What follows belongs to an exercise in optimizing a design on an open flow for a short achievable clock period and few clock cycles; a production flow would make more cautious choices.
Where RTL was checked, it was by simulation tests only, not by an equivalence proof against the original.
Only the layout flow was run in run 1; the RTL was not checked for function there.
Power is estimated from default activity; no workload was simulated.

==> flow/design.v <==
`default_nettype none
package cpu_pkg;
    localparam int WORD_W = 32;
    localparam int REG_W  = 5;
    localparam int OP_W   = 5;
    typedef logic [WORD_W-1:0] word_t;     
    typedef logic [WORD_W-1:0] insn_t;
    typedef logic [REG_W-1:0]  reg_idx_t;
    typedef logic [OP_W-1:0]   opcode_t;
    typedef logic [OP_W-1:0]   alu_op_t;
    typedef enum logic [1:0] {FWD_RF, FWD_MEM, FWD_WB} fwd_sel_t;
    localparam opcode_t OP_RTYPE = 5'd0;
    localparam opcode_t OP_J     = 5'd1;
    localparam opcode_t OP_BNE   = 5'd2;
    localparam opcode_t OP_JAL   = 5'd3;
    localparam opcode_t OP_JR    = 5'd4;
    localparam opcode_t OP_ADDI  = 5'd5;
    localparam opcode_t OP_BLT   = 5'd6;
    localparam opcode_t OP_SW    = 5'd7;
    localparam opcode_t OP_LW    = 5'd8;
    localparam alu_op_t ALU_ADD = 5'd0;
    localparam alu_op_t ALU_SUB = 5'd1;
    localparam alu_op_t ALU_AND = 5'd2;
    localparam alu_op_t ALU_OR  = 5'd3;
    localparam alu_op_t ALU_SLL = 5'd4;
    localparam alu_op_t ALU_SRA = 5'd5;
    localparam int OPC_HI   = 31;
    localparam int OPC_LO   = 27;
    localparam int RD_HI    = 26;
    localparam int RD_LO    = 22;
    localparam int RS_HI    = 21;
    localparam int RS_LO    = 17;
    localparam int RT_HI    = 16;
    localparam int RT_LO    = 12;
    localparam int SHAMT_HI = 11;
    localparam int SHAMT_LO = 7;
    localparam int FUNC_HI  = 6;
    localparam int FUNC_LO  = 2;
    localparam int IMM_HI   = 16;    
    localparam int IMM_LO   = 0;
    localparam int TGT_HI   = 26;    
    localparam int TGT_LO   = 0;
    localparam reg_idx_t LINK_REG = 5'd31;    
    localparam insn_t    NOP_INSN = '0;       
endpackage
`default_nettype wire
`timescale 1ns/1ns
`default_nettype none
module processor (
    input  logic              clock,
    input  logic              rst_n,
    output cpu_pkg::word_t    address_imem,
    input  cpu_pkg::insn_t    q_imem,
    output cpu_pkg::word_t    address_dmem,
    output cpu_pkg::word_t    data,
    output logic              wren,
    input  cpu_pkg::word_t    q_dmem,
    output logic              ctrl_writeEnable,
    output cpu_pkg::reg_idx_t ctrl_writeReg,
    output cpu_pkg::reg_idx_t ctrl_readRegA,
    output cpu_pkg::reg_idx_t ctrl_readRegB,
    output cpu_pkg::word_t    data_writeReg,
    input  cpu_pkg::word_t    data_readRegA,
    input  cpu_pkg::word_t    data_readRegB
);
    logic [31:0] pc;
    logic [31:0] ras [4];
    logic [1:0]  ras_sp;             
    logic [15:0] bht_v;
    logic [1:0]  bht_c [16];
    logic        u_v;                
    logic [3:0]  u_idx;
    logic        u_t;
    logic        rec;
    logic [31:0] rec_pc;
    logic        d_valid;
    logic [4:0]  d_shamt;
    logic        d_bne, d_blt, d_jr, d_lw, d_sw;
    logic        d_wr;               
    logic        d_late;             
    logic        d_hz;               
    logic        x_hz;               
    logic [4:0]  d_dest;
    logic        d_useimm;           
    logic [31:0] d_imm;
    logic [31:0] d_pc1;              
    logic [3:0]  d_idx;              
    logic        d_pred;             
    logic [31:0] d_ras;              
    logic        d_and, d_or, d_sll, d_sra, d_jal;
    logic        d_r_sum, d_r_dif, d_r_lg;
    logic [4:0]  d_ra;               
    logic [4:0]  d_rb;               
    logic        d_aw, d_bw;         
    logic        x_valid;
    logic [4:0]  x_shamt;
    logic        x_bne, x_blt, x_jr, x_lw, x_sw;
    logic        x_wr;
    logic        x_useimm;
    logic [4:0]  x_dest;
    logic [31:0] x_imm;
    logic [31:0] x_pc1;
    logic [3:0]  x_idx;
    logic        x_pred;
    logic        x_jrp;              
    logic [31:0] x_ras;
    logic [16:0] x_alt_lo;           
    logic        s_and, s_or, s_sll, s_sra, s_jal;
    logic        x_r_sum, x_r_dif, x_r_lg;
    logic [31:0] dx_a, dx_b;
    logic        xa0, xa1s, xa1d, xa1l, xa2, xa3;
    logic        xb0, xb1s, xb1d, xb1l, xb2, xb3;
    logic        xc0, xc1s, xc1d, xc1l, xc2, xc3, xci;    
    logic        xa1, xb1;
    logic        m_valid;
    logic [4:0]  m_shamt;
    logic        m_bne, m_blt, m_jr, m_lw, m_sw, m_wr;
    logic        m_useimm;
    logic [4:0]  m_dest;
    logic [15:0] m_imm_hi;
    logic [15:0] m_pc1_hi;
    logic [3:0]  m_idx;
    logic        m_pred;
    logic [31:0] m_alt;              
    logic        m_and, m_or, m_sll, m_sra, m_jal;
    logic        m_r_sum, m_r_dif, m_r_lg;
    logic [15:0] m_sum_lo, m_dif_lo, m_lg_lo;    
    logic        m_c_sum, m_c_dif;   
    logic        m_ne_lo, m_ltu_lo;  
    logic [15:0] m_a_lo, m_b_lo;     
    logic [15:0] m_a_hi, m_b_hi;     
    logic        ma0, ma1s, ma1d, ma1l, ma2;
    logic        mb0, mb1s, mb1d, mb1l, mb2;
    logic        mc0, mc1s, mc1d, mc1l, mc2, mci;    
    logic        n_wr, n_lw, n_sw;
    logic [4:0]  n_dest;
    logic [15:0] n_sum_hi, n_dif_hi, n_lg_hi;    
    logic        n_r_sum, n_r_dif, n_r_lg;
    logic [15:0] n_lo;               
    logic [31:0] n_addr;
    logic [31:0] n_st;
    logic        w_wr;
    logic [4:0]  w_dest;
    logic [31:0] w_val;
    logic [31:0] pc1;
    logic [4:0]  f_op;
    logic [4:0]  f_rd, f_rs, f_rt, f_func;
    logic [31:0] f_imm;
    logic [31:0] f_tgt;
    logic [31:0] f_brt;
    logic        f_rtype, f_j, f_bne, f_jal, f_jr, f_addi, f_blt, f_sw, f_lw;
    logic        f_br, f_short;
    logic        f_static;
    logic        f_pred;
    logic        f_wr_any;
    logic [4:0]  f_dest;
    logic        f_wr;
    logic [4:0]  f_ra, f_rb;
    logic [31:0] f_npc;
    logic [31:0] ras_top;
    logic [3:0]  f_idx;
    logic        stall;
    assign address_imem = pc;
    assign pc1   = pc + 32'd1;
    assign f_op   = q_imem[31:27];
    assign f_rd   = q_imem[26:22];
    assign f_rs   = q_imem[21:17];
    assign f_rt   = q_imem[16:12];
    assign f_func = q_imem[6:2];
    assign f_imm  = {{15{q_imem[16]}}, q_imem[16:0]};
    assign f_tgt  = {{5{q_imem[26]}}, q_imem[26:0]};
    logic [9:0]  brt_lo;             
    logic [23:0] pc_hi_p, pc_hi_m;
    logic        hi_0, hi_p, hi_m;
    assign f_short = (q_imem[16:7] == 10'h000) | (q_imem[16:7] == 10'h3ff);
    assign brt_lo  = {1'b0, pc[7:0], 1'b1} + {1'b0, q_imem[7:0], 1'b1};
    assign pc_hi_p = pc[31:8] + 24'd1;
    assign pc_hi_m = pc[31:8] - 24'd1;
    assign hi_0    = (q_imem[16] == brt_lo[9]);
    assign hi_p    = ~q_imem[16] & brt_lo[9];
    assign hi_m    = q_imem[16] & ~brt_lo[9];
    assign f_brt[7:0]  = brt_lo[8:1];
    assign f_brt[31:8] = ({24{hi_0}} & pc[31:8]) | ({24{hi_p}} & pc_hi_p)
                       | ({24{hi_m}} & pc_hi_m);
    assign f_rtype = (f_op == 5'd0);
    assign f_j     = (f_op == 5'd1);
    assign f_bne   = (f_op == 5'd2);
    assign f_jal   = (f_op == 5'd3);
    assign f_jr    = (f_op == 5'd4);
    assign f_addi  = (f_op == 5'd5);
    assign f_blt   = (f_op == 5'd6);
    assign f_sw    = (f_op == 5'd7);
    assign f_lw    = (f_op == 5'd8);
    assign f_br    = (f_bne | f_blt) & (q_imem[16:0] != 17'd0);
    assign f_idx    = pc[3:0];
    assign f_static = q_imem[16] | (f_bne & (f_rd != f_rs));
    assign f_pred   = f_br & f_short & (bht_v[f_idx] ? bht_c[f_idx][1] : f_static);
    assign f_wr_any = f_rtype | f_addi | f_lw | f_jal;
    assign f_dest   = f_jal ? 5'd31 : f_rd;
    assign f_wr     = f_wr_any & (f_dest != 5'd0);
    assign f_ra   = (f_bne | f_blt) ? f_rd : f_rs;
    assign f_rb   = (f_bne | f_blt) ? f_rs : ((f_sw | f_jr) ? f_rd : f_rt);
    assign ras_top = ras[ras_sp];
    logic u_rs, u_rt, u_rd;
    logic hold_d, hold_x;
    assign u_rs   = f_rtype | f_addi | f_lw | f_sw | f_bne | f_blt;
    assign u_rt   = f_rtype;
    assign u_rd   = f_sw | f_bne | f_blt | f_jr;
    assign hold_d = d_hz & ((u_rs & (f_rs == d_dest)) | (u_rt & (f_rt == d_dest))
                          | (u_rd & (f_rd == d_dest)));
    assign hold_x = x_hz & ((u_rs & (f_rs == x_dest)) | (u_rt & (f_rt == x_dest))
                          | (u_rd & (f_rd == x_dest)));
    assign stall  = ~rec & (hold_d | hold_x);
    logic n_tgt, n_brt, n_ras, n_seq, n_go;
    logic [31:0] f_pred_pc;
    assign n_go   = ~rec & ~stall;
    assign n_tgt  = f_j | f_jal;
    assign n_brt  = f_pred;
    assign n_ras  = f_jr;
    assign n_seq  = ~(f_j | f_jal | f_pred | f_jr);
    assign f_pred_pc = ({32{n_tgt}} & f_tgt) | ({32{n_brt}} & f_brt)
                     | ({32{n_ras}} & ras_top) | ({32{n_seq}} & pc1);
    assign f_npc  = ({32{rec}} & rec_pc) | ({32{~rec & stall}} & pc)
                  | ({32{n_go}} & f_pred_pc);
    logic dv;
    logic p1a, p1b, p2a, p2b, p3a, p3b;
    logic [16:0] alt_lo;
    assign dv  = d_valid & ~rec;
    assign p1a = x_valid & x_wr & (d_ra == x_dest);
    assign p1b = x_valid & x_wr & (d_rb == x_dest);
    assign p2a = m_valid & m_wr & (d_ra == m_dest);
    assign p2b = m_valid & m_wr & (d_rb == m_dest);
    assign p3a = n_wr & (d_ra == n_dest);
    assign p3b = n_wr & (d_rb == n_dest);
    assign alt_lo = {1'b0, d_pc1[15:0]} + {1'b0, d_imm[15:0]};
    logic        xv;
    logic [15:0] opa_l, opb_l, addb_l;
    logic [16:0] sum_l, dif_l;
    logic [15:0] lg_l;
    logic [31:0] sll_l;
    assign xv = x_valid & ~rec;
    assign opa_l  = ({16{xa0}}  & dx_a[15:0]) | ({16{xa1s}} & m_sum_lo) | ({16{xa1d}} & m_dif_lo)
                  | ({16{xa1l}} & m_lg_lo)    | ({16{xa2}}  & n_lo)     | ({16{xa3}}  & w_val[15:0]);
    assign opb_l  = ({16{xb0}}  & dx_b[15:0]) | ({16{xb1s}} & m_sum_lo) | ({16{xb1d}} & m_dif_lo)
                  | ({16{xb1l}} & m_lg_lo)    | ({16{xb2}}  & n_lo)     | ({16{xb3}}  & w_val[15:0]);
    assign addb_l = ({16{xc0}}  & dx_b[15:0]) | ({16{xc1s}} & m_sum_lo) | ({16{xc1d}} & m_dif_lo)
                  | ({16{xc1l}} & m_lg_lo)    | ({16{xc2}}  & n_lo)     | ({16{xc3}}  & w_val[15:0])
                  | ({16{xci}}  & x_imm[15:0]);
    assign sum_l = {1'b0, opa_l} + {1'b0, addb_l};
    assign dif_l = {1'b0, opa_l} - {1'b0, opb_l};    
    assign sll_l = {16'd0, opa_l} << x_shamt;
    assign lg_l  = ({16{s_and}} & (opa_l & opb_l))
                 | ({16{s_or}}  & (opa_l | opb_l))
                 | ({16{s_sll}} & sll_l[15:0])
                 | ({16{s_jal}} & x_pc1[15:0]);
    logic        mv;
    logic [15:0] opa_h, opb_h, addb_h;
    logic [15:0] sum_h, dif_h, lg_h;
    logic [31:0] opa_f, opb_f;
    logic [31:0] sll_f, sra_f;
    logic        ne, lt, taken;
    logic        misp;
    assign mv = m_valid & ~rec;
    assign opa_h  = ({16{ma1s}} & n_sum_hi) | ({16{ma1d}} & n_dif_hi) | ({16{ma1l}} & n_lg_hi)
                  | ({16{ma2}}  & w_val[31:16]) | ({16{ma0}} & m_a_hi);
    assign opb_h  = ({16{mb1s}} & n_sum_hi) | ({16{mb1d}} & n_dif_hi) | ({16{mb1l}} & n_lg_hi)
                  | ({16{mb2}}  & w_val[31:16]) | ({16{mb0}} & m_b_hi);
    assign addb_h = ({16{mc1s}} & n_sum_hi) | ({16{mc1d}} & n_dif_hi) | ({16{mc1l}} & n_lg_hi)
                  | ({16{mc2}}  & w_val[31:16]) | ({16{mc0}} & m_b_hi) | ({16{mci}} & m_imm_hi);
    logic [16:0] sum_h1, dif_h1;
    assign sum_h1 = {opa_h, 1'b1} + {addb_h, m_c_sum};
    assign dif_h1 = {opa_h, 1'b0} - {opb_h, m_c_dif};
    assign sum_h  = sum_h1[16:1];
    assign dif_h  = dif_h1[16:1];
    assign opa_f = {opa_h, m_a_lo};
    assign opb_f = {opb_h, m_b_lo};
    assign sll_f = opa_f << m_shamt;
    assign sra_f = $signed(opa_f) >>> m_shamt;
    assign lg_h  = ({16{m_and}} & (opa_h & opb_h))
                 | ({16{m_or}}  & (opa_h | opb_h))
                 | ({16{m_sll}} & sll_f[31:16])
                 | ({16{m_sra}} & sra_f[31:16])
                 | ({16{m_jal}} & m_pc1_hi);
    assign ne    = m_ne_lo | (opa_h != opb_h);
    assign lt    = ($signed(opa_h) < $signed(opb_h)) | ((opa_h == opb_h) & m_ltu_lo);
    assign taken = (m_bne & ne) | (m_blt & lt);
    assign misp = mv & (((m_bne | m_blt) & (taken != m_pred))
                        | (m_jr & (opb_f != m_alt)));
    logic [15:0] n_hi;
    assign n_hi = ({16{n_r_sum}} & n_sum_hi) | ({16{n_r_dif}} & n_dif_hi) | ({16{n_r_lg}} & n_lg_hi);
    assign address_dmem     = n_addr;
    assign data             = n_st;
    assign wren             = n_sw;
    assign ctrl_writeEnable = w_wr;
    assign ctrl_writeReg    = w_dest;
    assign data_writeReg    = w_val;
    assign ctrl_readRegA    = d_ra;
    assign ctrl_readRegB    = d_rb;
    always_ff @(posedge clock) begin
        if (!rst_n) begin
            pc      <= 32'd0;
            d_valid <= 1'b0;
            x_valid <= 1'b0;
            d_hz    <= 1'b0;
            x_hz    <= 1'b0;
            m_valid <= 1'b0;
            rec     <= 1'b0;
            ras_sp  <= 2'd0;
            ras[0]  <= 32'd0;
            ras[1]  <= 32'd0;
            ras[2]  <= 32'd0;
            ras[3]  <= 32'd0;
        end else begin
            pc      <= f_npc;
            d_valid <= n_go;
            x_valid <= dv;
            d_hz    <= n_go & f_wr & (f_lw | (f_rtype & (f_func == 5'd5)));
            x_hz    <= dv & d_wr & d_lw;
            m_valid <= xv;
            rec     <= misp;
            if (~rec & f_jal) begin
                ras[ras_sp + 2'd1] <= pc1;
            end
            if (~rec & f_jal) begin
                ras_sp <= ras_sp + 2'd1;
            end else if (n_go & f_jr) begin
                ras_sp <= ras_sp - 2'd1;
            end
        end
    end
    always_ff @(posedge clock) begin
        rec_pc <= m_jr ? opb_f : m_alt;
    end
    always_ff @(posedge clock) begin
        if (!rst_n) begin
            bht_v <= 16'd0;
            u_v   <= 1'b0;
            for (int i = 0; i < 16; i++) bht_c[i] <= 2'd0;
        end else begin
            u_v   <= mv & (m_bne | m_blt);
            if (u_v) begin
                bht_v[u_idx] <= 1'b1;
                if (!bht_v[u_idx])                        bht_c[u_idx] <= u_t ? 2'd3 : 2'd0;
                else if (u_t && bht_c[u_idx] != 2'd3)     bht_c[u_idx] <= bht_c[u_idx] + 2'd1;
                else if (!u_t && bht_c[u_idx] != 2'd0)    bht_c[u_idx] <= bht_c[u_idx] - 2'd1;
            end
        end
    end
    always_ff @(posedge clock) begin
        u_idx <= m_idx;
        u_t   <= taken;
    end
    always_ff @(posedge clock) begin
        d_shamt  <= q_imem[11:7];
        d_bne    <= f_bne & f_br;
        d_blt    <= f_blt & f_br;
        d_jr     <= f_jr;
        d_lw     <= f_lw;
        d_sw     <= f_sw;
        d_wr     <= f_wr;
        d_late   <= f_lw | (f_rtype & (f_func == 5'd5));
        d_dest   <= f_dest;
        d_useimm <= f_addi | f_lw | f_sw;
        d_imm    <= f_imm;
        d_pc1    <= pc1;
        d_idx    <= f_idx;
        d_pred   <= f_pred;
        d_ras    <= ras_top;
        d_and    <= f_rtype & (f_func == 5'd2);
        d_or     <= f_rtype & (f_func == 5'd3);
        d_sll    <= f_rtype & (f_func == 5'd4);
        d_sra    <= f_rtype & (f_func == 5'd5);
        d_jal    <= f_jal;
        d_r_sum  <= f_addi | f_lw | f_sw | (f_rtype & (f_func == 5'd0));
        d_r_dif  <= f_rtype & (f_func == 5'd1);
        d_r_lg   <= f_jal | (f_rtype & ((f_func == 5'd2) | (f_func == 5'd3)
                                       | (f_func == 5'd4) | (f_func == 5'd5)));
        d_ra     <= f_ra;
        d_rb     <= f_rb;
        d_aw     <= n_wr & (f_ra == n_dest);
        d_bw     <= n_wr & (f_rb == n_dest);
    end
    always_ff @(posedge clock) begin
        x_shamt  <= d_shamt;
        x_bne    <= d_bne;
        x_blt    <= d_blt;
        x_jr     <= d_jr;
        x_lw     <= d_lw;
        x_sw     <= d_sw;
        x_wr     <= d_wr;
        x_useimm <= d_useimm;
        x_dest   <= d_dest;
        x_imm    <= d_imm;
        x_pc1    <= d_pc1;
        x_idx    <= d_idx;
        x_pred   <= d_pred;
        x_jrp    <= d_jr;
        x_ras    <= d_ras;
        x_alt_lo <= alt_lo;
        s_and    <= d_and;
        s_or     <= d_or;
        s_sll    <= d_sll;
        s_sra    <= d_sra;
        s_jal    <= d_jal;
        x_r_sum  <= d_r_sum;
        x_r_dif  <= d_r_dif;
        x_r_lg   <= d_r_lg;
        dx_a     <= d_aw ? w_val : data_readRegA;
        dx_b     <= d_bw ? w_val : data_readRegB;
        xa1      <= p1a;
        xb1      <= p1b;
        xa0      <= ~p1a & ~p2a & ~p3a;
        xa1s     <= p1a & x_r_sum;
        xa1d     <= p1a & x_r_dif;
        xa1l     <= p1a & x_r_lg;
        xa2      <= ~p1a & p2a;
        xa3      <= ~p1a & ~p2a & p3a;
        xb0      <= ~p1b & ~p2b & ~p3b;
        xb1s     <= p1b & x_r_sum;
        xb1d     <= p1b & x_r_dif;
        xb1l     <= p1b & x_r_lg;
        xb2      <= ~p1b & p2b;
        xb3      <= ~p1b & ~p2b & p3b;
        xc0      <= ~d_useimm & ~p1b & ~p2b & ~p3b;
        xc1s     <= ~d_useimm & p1b & x_r_sum;
        xc1d     <= ~d_useimm & p1b & x_r_dif;
        xc1l     <= ~d_useimm & p1b & x_r_lg;
        xc2      <= ~d_useimm & ~p1b & p2b;
        xc3      <= ~d_useimm & ~p1b & ~p2b & p3b;
        xci      <= d_useimm;
    end
    always_ff @(posedge clock) begin
        m_shamt  <= x_shamt;
        m_bne    <= x_bne;
        m_blt    <= x_blt;
        m_jr     <= x_jr;
        m_lw     <= x_lw;
        m_sw     <= x_sw;
        m_wr     <= x_wr;
        m_useimm <= x_useimm;
        m_dest   <= x_dest;
        m_imm_hi <= x_imm[31:16];
        m_pc1_hi <= x_pc1[31:16];
        m_idx    <= x_idx;
        m_pred   <= x_pred;
        m_alt    <= x_jrp  ? x_ras
                  : x_pred ? x_pc1
                  : {x_pc1[31:16] + x_imm[31:16] + {15'd0, x_alt_lo[16]}, x_alt_lo[15:0]};
        m_and    <= s_and;
        m_or     <= s_or;
        m_sll    <= s_sll;
        m_sra    <= s_sra;
        m_jal    <= s_jal;
        m_r_sum  <= x_r_sum;
        m_r_dif  <= x_r_dif;
        m_r_lg   <= x_r_lg;
        m_sum_lo <= sum_l[15:0];
        m_dif_lo <= dif_l[15:0];
        m_lg_lo  <= lg_l;
        m_c_sum  <= sum_l[16];
        m_c_dif  <= dif_l[16];
        m_ne_lo  <= (opa_l != opb_l);
        m_ltu_lo <= dif_l[16];
        m_a_lo   <= opa_l;
        m_b_lo   <= opb_l;
        m_a_hi   <= xa3 ? w_val[31:16] : dx_a[31:16];
        m_b_hi   <= xb3 ? w_val[31:16] : dx_b[31:16];
        ma0      <= ~xa1 & ~xa2;
        ma1s     <= xa1 & m_r_sum;
        ma1d     <= xa1 & m_r_dif;
        ma1l     <= xa1 & m_r_lg;
        ma2      <= xa2;
        mb0      <= ~xb1 & ~xb2;
        mb1s     <= xb1 & m_r_sum;
        mb1d     <= xb1 & m_r_dif;
        mb1l     <= xb1 & m_r_lg;
        mb2      <= xb2;
        mc0      <= ~x_useimm & ~xb1 & ~xb2;
        mc1s     <= ~x_useimm & xb1 & m_r_sum;
        mc1d     <= ~x_useimm & xb1 & m_r_dif;
        mc1l     <= ~x_useimm & xb1 & m_r_lg;
        mc2      <= ~x_useimm & xb2;
        mci      <= x_useimm;
    end
    always_ff @(posedge clock) begin
        if (!rst_n) begin
            n_wr <= 1'b0;
            n_lw <= 1'b0;
            n_sw <= 1'b0;
            w_wr <= 1'b0;
        end else begin
            n_wr <= mv & m_wr;
            n_lw <= mv & m_lw;
            n_sw <= mv & m_sw;
            w_wr <= n_wr;
        end
    end
    always_ff @(posedge clock) begin
        n_dest   <= m_dest;
        n_sum_hi <= sum_h;
        n_dif_hi <= dif_h;
        n_lg_hi  <= lg_h;
        n_r_sum  <= m_r_sum;
        n_r_dif  <= m_r_dif;
        n_r_lg   <= m_r_lg;
        n_lo     <= ({16{m_r_sum}} & m_sum_lo) | ({16{m_r_dif}} & m_dif_lo)
                  | ({16{m_r_lg & ~m_sra}} & m_lg_lo) | ({16{m_sra}} & sra_f[15:0]);
        n_addr   <= {sum_h, m_sum_lo};
        n_st     <= opb_f;
        w_dest   <= n_dest;
        w_val    <= n_lw ? q_dmem : {n_hi, n_lo};
    end
endmodule
`default_nettype wire
==> flow/run.sh <==
#!/bin/bash
# synth_recipe.tcl (not shown) runs the flow's synth.tcl, then flattens the netlist and writes it again
# the make line also repeats each setting of config.mk as NAME=value (left out here)
make -C /OpenROAD-flow-scripts/flow DESIGN_CONFIG=/design/flow/config.mk WORK_HOME=/design/flow/orfs CLKGATE_MAP_FILE= SYNTH_SCRIPT=/design/flow/synth_recipe.tcl finish
==> flow/config.mk <==
export PLATFORM = sky130hd
export DESIGN_NAME = processor
export DESIGN_NICKNAME = processor
export VERILOG_FILES = /design/flow/design.v
export SDC_FILE = /design/flow/constraint.sdc
export NUM_CORES = 4
export LEC_CHECK = 0
export CAP_MARGIN = 20
export CORE_MARGIN = 2
export CORE_UTILIZATION = 40
export SETUP_SLACK_MARGIN = 4.0
export SLEW_MARGIN = 20
==> flow/constraint.sdc <==
create_clock -name core_clock -period 6.5 [get_ports {clock}]
set_input_delay 1.3000 -clock core_clock [delete_from_list [all_inputs] [get_ports {clock}]]
set_output_delay 1.3000 -clock core_clock [all_outputs]
set_load 0.01 [all_outputs]
==> results of run 1 <==
-- worst max-delay path by stage --
stage,cells after the start,start,to
floorplan,18,q_imem[0],pc[19]$_SDFF_PN0_
CTS,21,q_imem[0],pc[28]$_SDFF_PN0_
detailed placement,20,q_imem[0],pc[22]$_SDFF_PN0_
finish,20,q_imem[0],pc[12]$_SDFF_PN0_
global route,20,q_imem[0],pc[15]$_SDFF_PN0_
global placement,20,q_imem[0],pc[22]$_SDFF_PN0_
-- cells by family after synthesis --
| group | count (synthesis) | synth area share |
|---|---|---|
| compound gates | 1004 | 0.1576 |
| xor+xnor | 218 | 0.04294 |
| mux | 341 | 0.1060 |
| flops | 951 | 0.4642 |
| buf+inv | 513 | 0.04519 |
| fa+ha+maj | 185 | 0.05341 |
| simple gates | 1226 | 0.1307 |
-- layout make-up --
class,count,area (µm²),share of cell area
multi-input cells,2983,25750,0.4236
clock buffers,140,3014,0.04958
inverters,202,840.8,0.01383
clock inverters,46,674.4,0.01109
repair inverters,1,30.03,0.0004939
flip-flops and latches,951,21070,0.3466
well taps,1488,1862,0.03062
diodes,6,15.01,0.0002470
repair buffers,781,7532,0.1239
-- repair_timing --
action / 4_1_cts / 5_1_grt
cloned: 11 / 6
buffers inserted: 340 / 104
setup endpoints to repair: 655 / 500
resized for setup: 1485 / 432
pin swaps: 185 / 217
-- routing by layer --
layer	global-route usage	up-vias	routed length (µm)
met5	0	-	50
met4	0.1034	8	7729
met3	0.07141	506	19360
met2	0.4455	2374	76260
met1	0.4014	19230	71710
li1	-	17367	-
-- metrics by stage --
| stage | hold slack, ns | utilization | worst slack, ns | cell area [µm²] |
|---|---|---|---|---|
| final | 0.2932 | 0.5501 | 2.918 | 60790 |
| after global routing | 0.2936 | 0.5500 | 2.797 | 60780 |
| after CTS | 0.2858 | 0.5249 | 3.018 | 58010 |
| after detailed placement | 0.3120 | 0.4438 | 1.287 | 49050 |
| after global placement | 0.3102 | 0.4438 | 1.295 | 49050 |
| after floorplan | 0.3089 | - | 2.605 | 45670 |
-- placed cells by master (no fill, tap or decap), types with 85 or more instances in the layout --
cell type          n
a21oi_1          130
a22oi_1          190
buf_4            327
buf_6            220
clkbuf_16        113
clkdlybuf4s50_1  101
dfxtp_1          657
dfxtp_4          106
edfxtp_1         160
ha_1             129
inv_1            173
mux2_2           141
mux2i_1           85
nand2_1          306
nor2_1           333
o21ai_0          124
xnor2_1          132
-- critical path, cell delays in order --
cell,delay (ns)
buf_12,0.09
inv_12,0.03
ha_4,0.15
fa_2,0.34
nor2b_1,0.13
o21ai_1,0.06
nand2b_1,0.09
a21o_1,0.12
a21o_1,0.13
a21o_1,0.11
a21o_1,0.20
inv_2,0.07
ha_4,0.23
buf_12,0.17
buf_8,0.14
a221oi_4,0.22
a21oi_2,0.06
a221oi_2,0.27
a2bb2oi_1,0.19
nor2_1,0.05
-- power by group --
group	leakage (µW)	switching (µW)	internal (µW)
Combinational	0.0139	1320	1190
Clock	0.00180	2570	3720
Sequential	0.00829	417	6390
==> flow_summary.toml, run 1 <==
[global_route]
grt_max_degree = 78
grt_pass1_wl_um = 248500
overflow = 0
grt_pass1_vias = 37192
antenna_found_initial = 12
grtUsageTotal = 0.2919

[routing]
dr.pass1.iters = 12
dr_total_vias = 39485
via_per_inst = 5.984
ant_nets = 0
drtIter0Drc = 5304
routed_wirelength_um = 175100
drc = 0
wl_per_cell_um = 26.54

[synthesis]
synthesis.nets = 4753
ys_types = 89
ys.flop_type = "dfxtp_1"
ys_ff_latch = 951
async_reset_ff_frac = 0
seq_area_frac_synth = 0.4642
yosys-top-cells-area = "dfxtp_1, edfxtp_1, ha_1, mux4_2, mux2_2"
yosys.area.top_type = "dfxtp_1"
netlist_instances = 4438
synth_top_cell_area_share = 0.3562
synth_edf_count = 160
yosysWarnings = 1
syn_area_um2 = 44460
synth.most_common_cell = "dfxtp_1"
avgSynthCellArea_um2 = 10.02
synth_commonest_cells = "dfxtp_1, nor2_1, nand2_1"

[hold_path]
hold_path_class = "reg -> reg"
min_from = "d_pc1[19]$_DFF_P_"
hold_path_end = "x_pc1[19]$_DFF_P_"
hold_depth = 0

[sta]
fin_tns_setup_ns = 0
slew_viol_final = 0
slew_headroom = 0.2519
skew_ns = 0.05603
min_period_ns = 3.582
final.period_utilization = 0.5511
rsz0062_at_grt = "true"
setup-violations-final = 0
hold_violations = 0
max_freq_mhz = 279.2
tightestPinTransition_ns = 1.122

[placement]
dp_cells = 5945
place.port_buffers = 274
finalWeightedCongestion = 0.9763
hpwl_um = 115900

[setup_path]
cp_max_fo = 7
r2r-end = "pc[12]$_SDFF_PN0_"
crit_required_ns = 7.09
worstPathArrival_ns = 4.17
timing.rr.start = "pc[0]$_SDFF_PN0_"
path_class = "in -> reg"
cp-start-kind = "input pin"
r2r.worst_path.cells = 19
r2r_slack_ns = 3.19
cp-end-kind = "flop"

[die]
boundaryPins = 275
die_w_um = 337.4
start_util = 0.4023
num_rows = 122
core_area_um2 = 110500
die_y_um = 337.4
dieArea_um2 = 113800

[cells_and_area]
drive_gt1_frac = 0.3515
final_nets = 5335
n_fill_cell = 9510
regMostFlops = "ras"
fin_cells = 6598
area_growth_pct = 36.73
largest_register_ff_count = 128

[pwr]
p_leak_uw = 0.02394
power_density_nw_per_um2 = 256.5
vdd_drop_max_uv = 207.7
total_power_uw = 15600

[clocking]
clockRootBuffer = "clkbuf_16"
clk_pin_slew_worst_paths_ns = 0.06
cts_inserted_buffers = 100
worstSkewPairLatency_ns = 0.72
cts_sinks = 951
clk_path_buf_depth = 3
htree_levels = 3
hold_buffers = 0
tritoncts = "yes"

[outcome]
status = "finished clean"

[flow_run]
max_cap_violations = 0
==> run 2, diff against run 1 <==
--- a/flow/design.v
+++ b/flow/design.v
@@ -69,8 +69,14 @@
     logic [15:0] bht_v;
     logic [1:0]  bht_c [16];
     logic        u_v;                
-    logic [3:0]  u_idx;
+    logic [9:0]  u_idx;
     logic        u_t;
+    logic        u_back;             
+    logic [15:0] lp_v;
+    logic [3:0]  lp_cnt  [16];
+    logic [3:0]  lp_trip [16];
+    logic [5:0]  lp_tag  [16];
+    logic        d_back, x_back, m_back;
     logic        rec;
     logic [31:0] rec_pc;
     logic        d_valid;
@@ -84,14 +90,17 @@
     logic        d_useimm;           
     logic [31:0] d_imm;
     logic [31:0] d_pc1;              
-    logic [3:0]  d_idx;              
+    logic [9:0]  d_idx;              
     logic        d_pred;             
     logic [31:0] d_ras;              
     logic        d_and, d_or, d_sll, d_sra, d_jal;
     logic        d_r_sum, d_r_dif, d_r_lg;
     logic [4:0]  d_ra;               
     logic [4:0]  d_rb;               
-    logic        d_aw, d_bw;         
+    logic        d_a2s, d_a2d, d_a2l, d_a3, d_a3q, d_a4, d_arf;
+    logic        d_a3h, d_a3qh, d_a4h, d_arfh;
+    logic        d_b2s, d_b2d, d_b2l, d_b3, d_b3q, d_b4, d_brf;
+    logic        d_b3h, d_b3qh, d_b4h, d_brfh;
     logic        x_valid;
     logic [4:0]  x_shamt;
     logic        x_bne, x_blt, x_jr, x_lw, x_sw;
@@ -100,26 +109,25 @@
     logic [4:0]  x_dest;
     logic [31:0] x_imm;
     logic [31:0] x_pc1;
-    logic [3:0]  x_idx;
+    logic [9:0]  x_idx;
     logic        x_pred;
     logic        x_jrp;              
     logic [31:0] x_ras;
     logic [16:0] x_alt_lo;           
     logic        s_and, s_or, s_sll, s_sra, s_jal;
     logic        x_r_sum, x_r_dif, x_r_lg;
-    logic [31:0] dx_a, dx_b;
-    logic        xa0, xa1s, xa1d, xa1l, xa2, xa3;
-    logic        xb0, xb1s, xb1d, xb1l, xb2, xb3;
-    logic        xc0, xc1s, xc1d, xc1l, xc2, xc3, xci;    
+    logic [31:0] dx_a, dx_b, dx_c;   
+    logic        xa0, xa1s, xa1d, xa1l, xa2;
+    logic        xb0, xb1s, xb1d, xb1l, xb2;
+    logic        xc0, xc1s, xc1d, xc1l, xc2;
     logic        xa1, xb1;
     logic        m_valid;
     logic [4:0]  m_shamt;
     logic        m_bne, m_blt, m_jr, m_lw, m_sw, m_wr;
     logic        m_useimm;
     logic [4:0]  m_dest;
-    logic [15:0] m_imm_hi;
     logic [15:0] m_pc1_hi;
-    logic [3:0]  m_idx;
+    logic [9:0]  m_idx;
     logic        m_pred;
     logic [31:0] m_alt;              
     logic        m_and, m_or, m_sll, m_sra, m_jal;
@@ -128,10 +136,10 @@
     logic        m_c_sum, m_c_dif;   
     logic        m_ne_lo, m_ltu_lo;  
     logic [15:0] m_a_lo, m_b_lo;     
-    logic [15:0] m_a_hi, m_b_hi;     
-    logic        ma0, ma1s, ma1d, ma1l, ma2;
-    logic        mb0, mb1s, mb1d, mb1l, mb2;
-    logic        mc0, mc1s, mc1d, mc1l, mc2, mci;    
+    logic [15:0] m_a_hi, m_b_hi, m_c_hi;    
+    logic        ma0, ma1s, ma1d, ma1l;
+    logic        mb0, mb1s, mb1d, mb1l;
+    logic        mc0, mc1s, mc1d, mc1l;    
     logic        n_wr, n_lw, n_sw;
     logic [4:0]  n_dest;
     logic [15:0] n_sum_hi, n_dif_hi, n_lg_hi;    
@@ -158,7 +166,7 @@
     logic [4:0]  f_ra, f_rb;
     logic [31:0] f_npc;
     logic [31:0] ras_top;
-    logic [3:0]  f_idx;
+    logic [9:0]  f_idx;
     logic        stall;
     assign address_imem = pc;
     assign pc1   = pc + 32'd1;
@@ -192,9 +200,13 @@
     assign f_sw    = (f_op == 5'd7);
     assign f_lw    = (f_op == 5'd8);
     assign f_br    = (f_bne | f_blt) & (q_imem[16:0] != 17'd0);
-    assign f_idx    = pc[3:0];
+    assign f_idx    = pc[9:0];
     assign f_static = q_imem[16] | (f_bne & (f_rd != f_rs));
-    assign f_pred   = f_br & f_short & (bht_v[f_idx] ? bht_c[f_idx][1] : f_static);
+    logic f_lp_hit, f_lp_exit;
+    assign f_lp_hit  = lp_v[f_idx[3:0]] & (lp_tag[f_idx[3:0]] == f_idx[9:4]);
+    assign f_lp_exit = (lp_cnt[f_idx[3:0]] == lp_trip[f_idx[3:0]]);
+    assign f_pred    = f_br & f_short & ((q_imem[16] & f_lp_hit) ? ~f_lp_exit
+                                         : (bht_v[f_idx[3:0]] ? bht_c[f_idx[3:0]][1] : f_static));
     assign f_wr_any = f_rtype | f_addi | f_lw | f_jal;
     assign f_dest   = f_jal ? 5'd31 : f_rd;
     assign f_wr     = f_wr_any & (f_dest != 5'd0);
@@ -222,17 +234,28 @@
                      | ({32{n_ras}} & ras_top) | ({32{n_seq}} & pc1);
     assign f_npc  = ({32{rec}} & rec_pc) | ({32{~rec & stall}} & pc)
                   | ({32{n_go}} & f_pred_pc);
+    logic [15:0] n_hi;
+    assign n_hi = ({16{n_r_sum}} & n_sum_hi) | ({16{n_r_dif}} & n_dif_hi) | ({16{n_r_lg}} & n_lg_hi);
     logic dv;
-    logic p1a, p1b, p2a, p2b, p3a, p3b;
+    logic p1a, p1b, p2a, p2b;
     logic [16:0] alt_lo;
     assign dv  = d_valid & ~rec;
     assign p1a = x_valid & x_wr & (d_ra == x_dest);
     assign p1b = x_valid & x_wr & (d_rb == x_dest);
     assign p2a = m_valid & m_wr & (d_ra == m_dest);
     assign p2b = m_valid & m_wr & (d_rb == m_dest);
-    assign p3a = n_wr & (d_ra == n_dest);
-    assign p3b = n_wr & (d_rb == n_dest);
     assign alt_lo = {1'b0, d_pc1[15:0]} + {1'b0, d_imm[15:0]};
+    logic [31:0] cap_a, cap_b;
+    assign cap_a[15:0]  = ({16{d_a2s}} & m_sum_lo) | ({16{d_a2d}} & m_dif_lo) | ({16{d_a2l}} & m_lg_lo)
+                        | ({16{d_a3}}  & n_lo)     | ({16{d_a3q}} & q_dmem[15:0])
+                        | ({16{d_a4}}  & w_val[15:0]) | ({16{d_arf}} & data_readRegA[15:0]);
+    assign cap_a[31:16] = ({16{d_a3h}} & n_hi) | ({16{d_a3qh}} & q_dmem[31:16])
+                        | ({16{d_a4h}} & w_val[31:16]) | ({16{d_arfh}} & data_readRegA[31:16]);
+    assign cap_b[15:0]  = ({16{d_b2s}} & m_sum_lo) | ({16{d_b2d}} & m_dif_lo) | ({16{d_b2l}} & m_lg_lo)
+                        | ({16{d_b3}}  & n_lo)     | ({16{d_b3q}} & q_dmem[15:0])
+                        | ({16{d_b4}}  & w_val[15:0]) | ({16{d_brf}} & data_readRegB[15:0]);
+    assign cap_b[31:16] = ({16{d_b3h}} & n_hi) | ({16{d_b3qh}} & q_dmem[31:16])
+                        | ({16{d_b4h}} & w_val[31:16]) | ({16{d_brfh}} & data_readRegB[31:16]);
     logic        xv;
     logic [15:0] opa_l, opb_l, addb_l;
     logic [16:0] sum_l, dif_l;
@@ -240,12 +263,11 @@
     logic [31:0] sll_l;
     assign xv = x_valid & ~rec;
     assign opa_l  = ({16{xa0}}  & dx_a[15:0]) | ({16{xa1s}} & m_sum_lo) | ({16{xa1d}} & m_dif_lo)
-                  | ({16{xa1l}} & m_lg_lo)    | ({16{xa2}}  & n_lo)     | ({16{xa3}}  & w_val[15:0]);
+                  | ({16{xa1l}} & m_lg_lo);
     assign opb_l  = ({16{xb0}}  & dx_b[15:0]) | ({16{xb1s}} & m_sum_lo) | ({16{xb1d}} & m_dif_lo)
-                  | ({16{xb1l}} & m_lg_lo)    | ({16{xb2}}  & n_lo)     | ({16{xb3}}  & w_val[15:0]);
-    assign addb_l = ({16{xc0}}  & dx_b[15:0]) | ({16{xc1s}} & m_sum_lo) | ({16{xc1d}} & m_dif_lo)
-                  | ({16{xc1l}} & m_lg_lo)    | ({16{xc2}}  & n_lo)     | ({16{xc3}}  & w_val[15:0])
-                  | ({16{xci}}  & x_imm[15:0]);
+                  | ({16{xb1l}} & m_lg_lo);
+    assign addb_l = ({16{xc0}}  & dx_c[15:0]) | ({16{xc1s}} & m_sum_lo) | ({16{xc1d}} & m_dif_lo)
+                  | ({16{xc1l}} & m_lg_lo);
     assign sum_l = {1'b0, opa_l} + {1'b0, addb_l};
     assign dif_l = {1'b0, opa_l} - {1'b0, opb_l};    
     assign sll_l = {16'd0, opa_l} << x_shamt;
@@ -262,11 +284,11 @@
     logic        misp;
     assign mv = m_valid & ~rec;
     assign opa_h  = ({16{ma1s}} & n_sum_hi) | ({16{ma1d}} & n_dif_hi) | ({16{ma1l}} & n_lg_hi)
-                  | ({16{ma2}}  & w_val[31:16]) | ({16{ma0}} & m_a_hi);
+                  | ({16{ma0}}  & m_a_hi);
     assign opb_h  = ({16{mb1s}} & n_sum_hi) | ({16{mb1d}} & n_dif_hi) | ({16{mb1l}} & n_lg_hi)
-                  | ({16{mb2}}  & w_val[31:16]) | ({16{mb0}} & m_b_hi);
+                  | ({16{mb0}}  & m_b_hi);
     assign addb_h = ({16{mc1s}} & n_sum_hi) | ({16{mc1d}} & n_dif_hi) | ({16{mc1l}} & n_lg_hi)
-                  | ({16{mc2}}  & w_val[31:16]) | ({16{mc0}} & m_b_hi) | ({16{mci}} & m_imm_hi);
+                  | ({16{mc0}}  & m_c_hi);
     logic [16:0] sum_h1, dif_h1;
     assign sum_h1 = {opa_h, 1'b1} + {addb_h, m_c_sum};
     assign dif_h1 = {opa_h, 1'b0} - {opb_h, m_c_dif};
@@ -286,8 +308,6 @@
     assign taken = (m_bne & ne) | (m_blt & lt);
     assign misp = mv & (((m_bne | m_blt) & (taken != m_pred))
                         | (m_jr & (opb_f != m_alt)));
-    logic [15:0] n_hi;
-    assign n_hi = ({16{n_r_sum}} & n_sum_hi) | ({16{n_r_dif}} & n_dif_hi) | ({16{n_r_lg}} & n_lg_hi);
     assign address_dmem     = n_addr;
     assign data             = n_st;
     assign wren             = n_sw;
@@ -315,7 +335,7 @@
             d_valid <= n_go;
             x_valid <= dv;
             d_hz    <= n_go & f_wr & (f_lw | (f_rtype & (f_func == 5'd5)));
-            x_hz    <= dv & d_wr & d_lw;
+            x_hz    <= dv & d_wr & (d_lw | d_sra);
             m_valid <= xv;
             rec     <= misp;
             if (~rec & f_jal) begin
@@ -339,17 +359,55 @@
         end else begin
             u_v   <= mv & (m_bne | m_blt);
             if (u_v) begin
-                bht_v[u_idx] <= 1'b1;
-                if (!bht_v[u_idx])                        bht_c[u_idx] <= u_t ? 2'd3 : 2'd0;
-                else if (u_t && bht_c[u_idx] != 2'd3)     bht_c[u_idx] <= bht_c[u_idx] + 2'd1;
-                else if (!u_t && bht_c[u_idx] != 2'd0)    bht_c[u_idx] <= bht_c[u_idx] - 2'd1;
+                bht_v[u_idx[3:0]] <= 1'b1;
+                if (!bht_v[u_idx[3:0]])                            bht_c[u_idx[3:0]] <= u_t ? 2'd3 : 2'd0;
+                else if (u_t && bht_c[u_idx[3:0]] != 2'd3)         bht_c[u_idx[3:0]] <= bht_c[u_idx[3:0]] + 2'd1;
+                else if (!u_t && bht_c[u_idx[3:0]] != 2'd0)        bht_c[u_idx[3:0]] <= bht_c[u_idx[3:0]] - 2'd1;
             end
         end
     end
     always_ff @(posedge clock) begin
-        u_idx <= m_idx;
-        u_t   <= taken;
+        u_idx  <= m_idx;
+        u_t    <= taken;
+        u_back <= m_back;
+    end
+    logic [3:0] lp_base;
+    logic       lp_same;
+    always_ff @(posedge clock) begin
+        lp_same <= (lp_tag[m_idx[3:0]] == m_idx[9:4]);
+        lp_base <= (lp_tag[m_idx[3:0]] == m_idx[9:4]) ? lp_cnt[m_idx[3:0]] : 4'd0;
+    end
+    always_ff @(posedge clock) begin
+        if (!rst_n) begin
+            lp_v <= 16'd0;
+            for (int i = 0; i < 16; i++) begin
+                lp_cnt[i]  <= 4'd0;
+                lp_trip[i] <= 4'd0;
+                lp_tag[i]  <= 6'd0;
+            end
+        end else if (u_v & u_back) begin
+            lp_tag[u_idx[3:0]] <= u_idx[9:4];
+            if (u_t) begin
+                if (lp_base == 4'd15) begin
+                    lp_v[u_idx[3:0]] <= 1'b0;
+                end else begin
+                    lp_v[u_idx[3:0]]   <= lp_same & lp_v[u_idx[3:0]];
+                    lp_cnt[u_idx[3:0]] <= lp_base + 4'd1;
+                end
+            end else begin
+                lp_v[u_idx[3:0]]    <= (lp_base != 4'd15);
+                lp_trip[u_idx[3:0]] <= lp_base;
+                lp_cnt[u_idx[3:0]]  <= 4'd0;
+            end
+        end
     end
+    logic fa2, fa3, fa4, fb2, fb3, fb4;
+    assign fa2 = x_valid & x_wr & (f_ra == x_dest);
+    assign fa3 = m_valid & m_wr & (f_ra == m_dest);
+    assign fa4 = n_wr & (f_ra == n_dest);
+    assign fb2 = x_valid & x_wr & (f_rb == x_dest);
+    assign fb3 = m_valid & m_wr & (f_rb == m_dest);
+    assign fb4 = n_wr & (f_rb == n_dest);
     always_ff @(posedge clock) begin
         d_shamt  <= q_imem[11:7];
         d_bne    <= f_bne & f_br;
@@ -364,6 +422,7 @@
         d_imm    <= f_imm;
         d_pc1    <= pc1;
         d_idx    <= f_idx;
+        d_back   <= q_imem[16];
         d_pred   <= f_pred;
         d_ras    <= ras_top;
         d_and    <= f_rtype & (f_func == 5'd2);
@@ -377,8 +436,28 @@
                                        | (f_func == 5'd4) | (f_func == 5'd5)));
         d_ra     <= f_ra;
         d_rb     <= f_rb;
-        d_aw     <= n_wr & (f_ra == n_dest);
-        d_bw     <= n_wr & (f_rb == n_dest);
+        d_a2s    <= fa2 & x_r_sum;
+        d_a2d    <= fa2 & x_r_dif;
+        d_a2l    <= fa2 & x_r_lg;
+        d_a3     <= ~fa2 & fa3 & ~m_lw;
+        d_a3q    <= ~fa2 & fa3 & m_lw;
+        d_a4     <= ~fa2 & ~fa3 & fa4;
+        d_arf    <= ~fa2 & ~fa3 & ~fa4;
+        d_a3h    <= fa3 & ~m_lw;
+        d_a3qh   <= fa3 & m_lw;
+        d_a4h    <= ~fa3 & fa4;
+        d_arfh   <= ~fa3 & ~fa4;
+        d_b2s    <= fb2 & x_r_sum;
+        d_b2d    <= fb2 & x_r_dif;
+        d_b2l    <= fb2 & x_r_lg;
+        d_b3     <= ~fb2 & fb3 & ~m_lw;
+        d_b3q    <= ~fb2 & fb3 & m_lw;
+        d_b4     <= ~fb2 & ~fb3 & fb4;
+        d_brf    <= ~fb2 & ~fb3 & ~fb4;
+        d_b3h    <= fb3 & ~m_lw;
+        d_b3qh   <= fb3 & m_lw;
+        d_b4h    <= ~fb3 & fb4;
+        d_brfh   <= ~fb3 & ~fb4;
     end
     always_ff @(posedge clock) begin
         x_shamt  <= d_shamt;
@@ -393,6 +472,7 @@
         x_imm    <= d_imm;
         x_pc1    <= d_pc1;
         x_idx    <= d_idx;
+        x_back   <= d_back;
         x_pred   <= d_pred;
         x_jrp    <= d_jr;
         x_ras    <= d_ras;
@@ -405,29 +485,26 @@
         x_r_sum  <= d_r_sum;
         x_r_dif  <= d_r_dif;
         x_r_lg   <= d_r_lg;
-        dx_a     <= d_aw ? w_val : data_readRegA;
-        dx_b     <= d_bw ? w_val : data_readRegB;
+        dx_a     <= cap_a;
+        dx_b     <= cap_b;
+        dx_c     <= d_useimm ? d_imm : cap_b;
         xa1      <= p1a;
         xb1      <= p1b;
-        xa0      <= ~p1a & ~p2a & ~p3a;
+        xa0      <= ~p1a;
         xa1s     <= p1a & x_r_sum;
         xa1d     <= p1a & x_r_dif;
         xa1l     <= p1a & x_r_lg;
         xa2      <= ~p1a & p2a;
-        xa3      <= ~p1a & ~p2a & p3a;
-        xb0      <= ~p1b & ~p2b & ~p3b;
+        xb0      <= ~p1b;
         xb1s     <= p1b & x_r_sum;
         xb1d     <= p1b & x_r_dif;
         xb1l     <= p1b & x_r_lg;
         xb2      <= ~p1b & p2b;
-        xb3      <= ~p1b & ~p2b & p3b;
-        xc0      <= ~d_useimm & ~p1b & ~p2b & ~p3b;
+        xc0      <= d_useimm | ~p1b;
         xc1s     <= ~d_useimm & p1b & x_r_sum;
         xc1d     <= ~d_useimm & p1b & x_r_dif;
         xc1l     <= ~d_useimm & p1b & x_r_lg;
         xc2      <= ~d_useimm & ~p1b & p2b;
-        xc3      <= ~d_useimm & ~p1b & ~p2b & p3b;
-        xci      <= d_useimm;
     end
     always_ff @(posedge clock) begin
         m_shamt  <= x_shamt;
@@ -439,9 +516,9 @@
         m_wr     <= x_wr;
         m_useimm <= x_useimm;
         m_dest   <= x_dest;
-        m_imm_hi <= x_imm[31:16];
         m_pc1_hi <= x_pc1[31:16];
         m_idx    <= x_idx;
+        m_back   <= x_back;
         m_pred   <= x_pred;
         m_alt    <= x_jrp  ? x_ras
                   : x_pred ? x_pc1
@@ -463,24 +540,21 @@
         m_ltu_lo <= dif_l[16];
         m_a_lo   <= opa_l;
         m_b_lo   <= opb_l;
-        m_a_hi   <= xa3 ? w_val[31:16] : dx_a[31:16];
-        m_b_hi   <= xb3 ? w_val[31:16] : dx_b[31:16];
-        ma0      <= ~xa1 & ~xa2;
+        m_a_hi   <= xa2 ? n_hi : dx_a[31:16];
+        m_b_hi   <= xb2 ? n_hi : dx_b[31:16];
+        m_c_hi   <= xc2 ? n_hi : dx_c[31:16];
+        ma0      <= ~xa1;
         ma1s     <= xa1 & m_r_sum;
         ma1d     <= xa1 & m_r_dif;
         ma1l     <= xa1 & m_r_lg;
-        ma2      <= xa2;
-        mb0      <= ~xb1 & ~xb2;
+        mb0      <= ~xb1;
         mb1s     <= xb1 & m_r_sum;
         mb1d     <= xb1 & m_r_dif;
         mb1l     <= xb1 & m_r_lg;
-        mb2      <= xb2;
-        mc0      <= ~x_useimm & ~xb1 & ~xb2;
+        mc0      <= x_useimm | ~xb1;
         mc1s     <= ~x_useimm & xb1 & m_r_sum;
         mc1d     <= ~x_useimm & xb1 & m_r_dif;
         mc1l     <= ~x_useimm & xb1 & m_r_lg;
-        mc2      <= ~x_useimm & xb2;
-        mci      <= x_useimm;
     end
     always_ff @(posedge clock) begin
         if (!rst_n) begin
==> run 2 against run 1 <==
Via count up 27%; global-route usage down 0.81 points; clock skew down 0.0077 ns; design area up 31%; critical path depth down 4; largest power group unchanged.
==> flow_summary.toml, run 2 <==
[sta]
min_period_ns = 3.546
setup-violations-final = 0
tightestPinTransition_ns = 1.196
fin_tns_setup_ns = 0
max_freq_mhz = 282.0
rsz0062_at_grt = "true"
final.period_utilization = 0.5456
slew_viol_final = 0
hold_violations = 0
skew_ns = 0.04835
slew_headroom = 0.2018

[routing]
drtIter0Drc = 6524
dr_total_vias = 49985
routed_wirelength_um = 224500
drc = 0
dr.pass1.iters = 9
via_per_inst = 5.966
wl_per_cell_um = 26.80
ant_nets = 0

[synthesis]
yosysWarnings = 1
netlist_instances = 5617
synth_commonest_cells = "dfxtp_1, nor2_1, nand2_1"
avgSynthCellArea_um2 = 10.46
synthesis.nets = 5934
ys_ff_latch = 1271
async_reset_ff_frac = 0
synth_top_cell_area_share = 0.3021
seq_area_frac_synth = 0.4983
syn_area_um2 = 58770
ys_types = 80
ys.flop_type = "dfxtp_1"
yosys.area.top_type = "dfxtp_1"
yosys-top-cells-area = "dfxtp_1, edfxtp_1, mux4_2, ha_1, a22oi_1"
synth.most_common_cell = "dfxtp_1"
synth_edf_count = 384

[die]
die_y_um = 387.3
num_rows = 140
dieArea_um2 = 150000
core_area_um2 = 145700
start_util = 0.4033
die_w_um = 387.3
boundaryPins = 275

[clocking]
clk_path_buf_depth = 3
tritoncts = "yes"
clk_pin_slew_worst_paths_ns = 0.06
cts_inserted_buffers = 137
worstSkewPairLatency_ns = 0.80
cts_sinks = 1271
clockRootBuffer = "clkbuf_16"
htree_levels = 4

[setup_path]
worstPathArrival_ns = 4.20
crit_required_ns = 7.15
cp-start-kind = "flop"
cp-end-kind = "flop"
r2r.worst_path.cells = 16
path_class = "reg -> reg"
timing.rr.start = "pc[0]$_SDFF_PN0_"
r2r_slack_ns = 2.95
r2r-end = "pc[23]$_SDFF_PN0_"
cp_max_fo = 8

[hold_path]
min_from = "d_ras[2]$_DFF_P_"
hold_path_end = "x_ras[2]$_DFF_P_"
hold_depth = 0
hold_path_class = "reg -> reg"

[pwr]
switchingPower_uw = 5737
pwr-share-comb = 0.164
power_density_nw_per_um2 = 260.9
switching_share = 0.2755
vdd_drop_max_uv = 219.7
p_leak_uw = 0.03194
internal_power_uw = 15090
clockPowerShare = 0.397
p_seq_frac = 0.440

[cells_and_area]
final_nets = 6657
top_regs = "ras x128, lp_tag x96"
stdcell_area_um2 = 79830
final_util = 0.5478
fin_cells = 8378
n_fill_cell = 12241
final_common_cell = "dfxtp_1"
largest_register_ff_count = 128
area_growth_pct = 35.83
regMostFlops = "ras"
drive_gt1_frac = 0.3649
final_cell_mix = "dfxtp_1, buf_4, nor2_1"

[global_route]
grt_max_degree = 66
grt_use_met1 = 0.3613
antenna_found_initial = 20
top_usage_layer = "met2"
gr-usage-met2 = 0.4573
grtUsageMet3 = 0.05841
overflow = 0
grtUsageTotal = 0.2837
grt_pass1_wl_um = 320700
grt_pass1_vias = 48228

[placement]
place.port_buffers = 274
dpl_cell_area_um2 = 64560
dp_cells = 7478
finalWeightedCongestion = 0.9626
hpwl_um = 147300

[flow_run]
max_cap_violations = 0

[outcome]
status = "finished clean"
## run 2: worst max path at each step
| stage | endpoint | slack, ns | depth (start not counted) | startpoint |
|---|---|---|---|---|
| after global placement | pc[23]$_SDFF_PN0_ | 1.45 | 19 | q_imem[0] |
| after floorplan | pc[20]$_SDFF_PN0_ | 2.73 | 16 | q_imem[0] |
| after CTS | pc[20]$_SDFF_PN0_ | 2.99 | 19 | pc[0]$_SDFF_PN0_ |
| after detailed placement | pc[23]$_SDFF_PN0_ | 1.43 | 19 | q_imem[0] |
| final | pc[23]$_SDFF_PN0_ | 2.95 | 16 | pc[0]$_SDFF_PN0_ |
| after global routing | pc[23]$_SDFF_PN0_ | 2.86 | 16 | pc[0]$_SDFF_PN0_ |
## run 2: what timing repair did
item                        CTS  global route
pin swaps                   231           303
gates cloned                 16            10
buffers inserted            439           175
resized for setup          1588           560
hold buffers                  0             0
setup endpoints to repair  1130           639
## run 2: layout make-up
type	count	area (µm²)	share of cell area
Timing Repair inverter	1	5.005	0.00006269
Multi-Input combinational cell	3699	32030	0.4012
Inverter	243	1010	0.01265
Sequential cell	1271	29670	0.3716
Timing Repair Buffer	987	9848	0.1234
Antenna cell	10	25.02	0.0003135
Clock inverter	49	845.8	0.01059
Clock buffer	201	4004	0.05015
Tap cell	1917	2399	0.03004
## run 2: power by group through the flow
stage | sequential [µW] | clock [µW] | combinational (µW)
2_1_floorplan | 9100 | 0 | 1670
3_3_place_gp | 9340 | 0 | 2430
3_5_place_dp | 9340 | 0 | 2450
4_1_cts | 9130 | 8350 | 3040
5_1_grt | 9190 | 8710 | 3590
6_report | 9150 | 8260 | 3410
## run 2: worst max-delay path, stage by stage (launching register included)
cell      delay, ns
dfxtp_4        0.36
buf_8          0.14
buf_12         0.15
buf_12         0.11
buf_16         0.12
buf_8          0.13
mux4_2         0.49
a22o_1         0.24
a221oi_2       0.20
xnor2_1        0.16
nand4_1        0.23
mux2_4         0.39
nand2_8        0.12
buf_12         0.14
inv_8          0.05
a21o_1         0.15
a22o_1         0.19
## run 2: through the flow
step | power, µW | setup slack [ns] | hold WS, ns
after floorplan | 10770 | 2.733 | 0.3096
after global placement | 11770 | 1.452 | 0.3104
after detailed placement | 11790 | 1.432 | 0.3121
after CTS | 20520 | 2.992 | 0.3210
after global routing | 21490 | 2.861 | 0.3236
final | 20830 | 2.954 | 0.3191
## run 2: cell families after synthesis
logic type / Yosys count / share of synthesized area
buffers and inverters: 654 / 0.04322
XOR/XNOR: 251 / 0.03740
flip-flops: 1271 / 0.4983
adder cells (fa/ha/maj): 188 / 0.04100
AND/OR/NAND/NOR: 1599 / 0.1255
AO/OA/AOI/OAI: 1287 / 0.1512
multiplexers: 367 / 0.1033
## run 2: layer usage
metal	wire length, µm	share of wire	up-vias
li1	-	-	22022
met1	86280	0.38	24629
met2	104700	0.47	2661
met3	20370	0.091	661
met4	13120	0.058	12
met5	54	0.00024	-
Testbench counts of run 2, summed over its fixed seeds: cycles 117,873.

## port drivers added, routing unchanged
The results above use ideal ports. As a check the final layouts listed here were re-extracted and re-timed, cells and wires unchanged.
Step 1 assumes that a clkbuf_16 drives the clock port and a buf_2 every other input.
Step 2 moves the port delays by t, midway between the first and last clock arrival at a register: inputs arrive t later, outputs are due t later. That takes back most of the time a late clock gives input paths.
a / b / c = ideal / step 1 / step 2; a / b = the first two.
| run | t (ns) | slack for setup (ns) | hold slack, ns | latest minus earliest clock arrival (ns) | worst data-port slew with drivers (ns) |
|---|---|---|---|---|---|
| run 1 | 0.765 | 2.918 / 2.928 / 2.163 | 0.293 / 0.293 / 0.293 | 0.058 / 0.058 | 0.22 |
| run 2 | 0.863 | 2.954 / 2.915 / 2.073 | 0.319 / 0.319 / 0.319 | 0.057 / 0.057 | 0.20 |
After both steps every run listed still meets setup and hold. The setup slack of run 2, which loses most, moves by -0.039 ns with the drivers and by -0.881 ns with both steps.
